Context: an optimization exercise on an open-source flow, tuned for small area and a short achievable clock period. The choices shown serve that exercise and are no tape-out recipe.
In this exercise RTL edits were held to simulation tests only and were not proved equivalent to the original.

## harbor
## fp_mul_top
module fp_mul_top
(
  input  logic        clk,
  input  logic        reset,
  input  logic [2:0]  r_mode,  
  input  logic [31:0] fp_x,
  input  logic [31:0] fp_y,
  output logic [31:0] fp_z,
  output logic        ovrf,
  output logic        udrf
);
==> flow/config.mk <==
export PLATFORM = sky130hd
export DESIGN_NAME = fp_mul_top
export DESIGN_NICKNAME = fp_mul_top
export VERILOG_FILES = /design/flow/design.v
export SDC_FILE = /design/flow/constraint.sdc
export NUM_CORES = 4
export LEC_CHECK = 0
export ABC_AREA = 1
export CAP_MARGIN = 20
export CORE_MARGIN = 2
export CORE_UTILIZATION = 40
export SETUP_SLACK_MARGIN = 4
export SLEW_MARGIN = 20
==> flow/constraint.sdc <==
create_clock -name core_clock -period 14.5 [get_ports {clk}]
set_input_delay 2.9000 -clock core_clock [delete_from_list [all_inputs] [get_ports {clk}]]
set_output_delay 2.9000 -clock core_clock [all_outputs]
set_load 0.01 [all_outputs]
standard.sh (not shown) runs the stock make flow with config.mk's settings and CLKGATE_MAP_FILE= SYNTH_SCRIPT=/design/flow/synth_recipe.tcl, a recipe that flattens the netlist after the stock synthesis.
==> flow/flow/run.sh <==
#!/bin/bash
# Layout flow: the standard flow (standard.sh) with two changes:
#  - synthesis maps the design's fa_cell/ha_cell modules straight to the
#    library's full/half adder cells before flattening (ORFS's synth.tcl with
#    one techmap added after its hierarchy check), and skips Yosys's
#    extract_fa, so the rest of the adders are left to abc;
#  - the port buffers are buf_2 cells instead of the default delay buffers.
set -euo pipefail
here=$(pwd)

sed -e 's#^hierarchy -check -top \$::env(DESIGN_NAME)$#&\ntechmap -map '"$here"'/flow/adder_cells.v#' \
    -e 's#^  extract_fa {\*}\[dont_use_extract_fa_args\]$#  \# extract_fa skipped#' \
  "$FLOW_HOME/scripts/synth.tcl" > "$here/synth_adders.tcl"
grep -q adder_cells.v "$here/synth_adders.tcl"
grep -q "extract_fa skipped" "$here/synth_adders.tcl"
sed 's#source \$::env(SCRIPTS_DIR)/synth.tcl#source '"$here"'/synth_adders.tcl#' \
  "$here/synth_recipe.tcl" > "$here/synth_recipe_adders.tcl"
grep -q synth_adders.tcl "$here/synth_recipe_adders.tcl"
sed 's#SYNTH_SCRIPT=[^ ]*#SYNTH_SCRIPT='"$here"'/synth_recipe_adders.tcl#' \
  "$here/standard.sh" > "$here/standard_adders.sh"
grep -q synth_recipe_adders.tcl "$here/standard_adders.sh"

export BUFFER_PORTS_ARGS="-buffer_cell sky130_fd_sc_hd__buf_2"
bash "$here/standard_adders.sh" > "$here/flow.log" 2>&1
==> flow/flow/adder_cells.v <==
// maps the design's fa_cell and ha_cell modules to the library adder cells
module fa_cell (input a, input b, input ci, output s, output co);
  sky130_fd_sc_hd__fa_1 _TECHMAP_REPLACE_ (.A(a), .B(b), .CIN(ci), .SUM(s), .COUT(co));
endmodule

module ha_cell (input a, input b, output s, output co);
  sky130_fd_sc_hd__ha_1 _TECHMAP_REPLACE_ (.A(a), .B(b), .SUM(s), .COUT(co));
endmodule
Edits applied to the flow inputs when going from harbor to raven:
Settings: changing SETUP_SLACK_MARGIN from 4 to 4.5; changing CORE_UTILIZATION from 40 to 60.
--- outcome ---
raven against harbor: clock-cell share of area shows no meaningful change; die outline area shows a reduction of about 33%; fraction of layout instances using a drive strength above 1 shows no meaningful change.
Inputs modified between raven and xenon:
Settings: a change of SETUP_SLACK_MARGIN from 4.5 to 5; a change of CORE_UTILIZATION from 60 to 40.
### Flow results
- xenon closes out successfully: all stages finished, all timing, DRC and antenna checks passed.
- xenon contains fewer vias than raven.
- Source of the critical timing path: fp_x[17] -> raven, fp_x[3] -> xenon
- xenon vs. raven: signed area change from the synthesized netlist to the final layout climbed 6.3 points; utilization after layout decreased by 19 points relative to the old numbers; wire length went up about 4%.
Input-level comparison between yarrow and xenon:
Settings: CORE_UTILIZATION: 40 -> 60.
### Flow results
Going from xenon to yarrow, post-synthesis compound-gate area fraction did not really move; timing-limited maximum frequency went down; total routing resource utilization after global routing went up.
Count of clock-buffer cells in the layout in yarrow is 1 below xenon.
For sequential share of layout area, yarrow and xenon come out practically identical.
yarrow vs xenon: number of tap cells inserted down by more than a quarter
Route | yarrow vs xenon | wire shorter in yarrow
In the tables for yarrow and xenon, number of buffer and inverter instances along the worst setup path reads higher with yarrow.
Relative to xenon, yarrow improves first-pass GRT wire length.

==> port drivers added, routing unchanged <==
How much do the figures lean on ideal ports? The routed layouts below were timed once more, with nothing changed but the port constraints. Step 1, drivers: a clkbuf_16 drives clk and a buf_2 each remaining input, both assumed. Step 2 moves the port delays by t, midway between the first and last clock arrival at a register: inputs arrive t later, outputs are due t later. That takes back most of the time a late clock gives input paths. a / b / c = no drivers / after step 1 / after step 2; a / b = the first two.
| run | shift t [ns] | setup slack, ns | worst setup path after step 2 |
|---|---|---|---|
| harbor | 0.314 | 4.405 / 4.420 / 4.107 | input to register |
| raven | 0.328 | 4.812 / 4.826 / 4.498 | input to register |
| xenon | 0.314 | 5.366 / 5.317 / 5.004 | input to register |
| yarrow | 0.328 | 5.258 / 5.249 / 4.922 | input to register |
After both steps setup and hold are still met in every run listed. For xenon, which loses most, drivers alone change the setup slack by -0.049 ns; drivers and shift together by -0.362 ns.
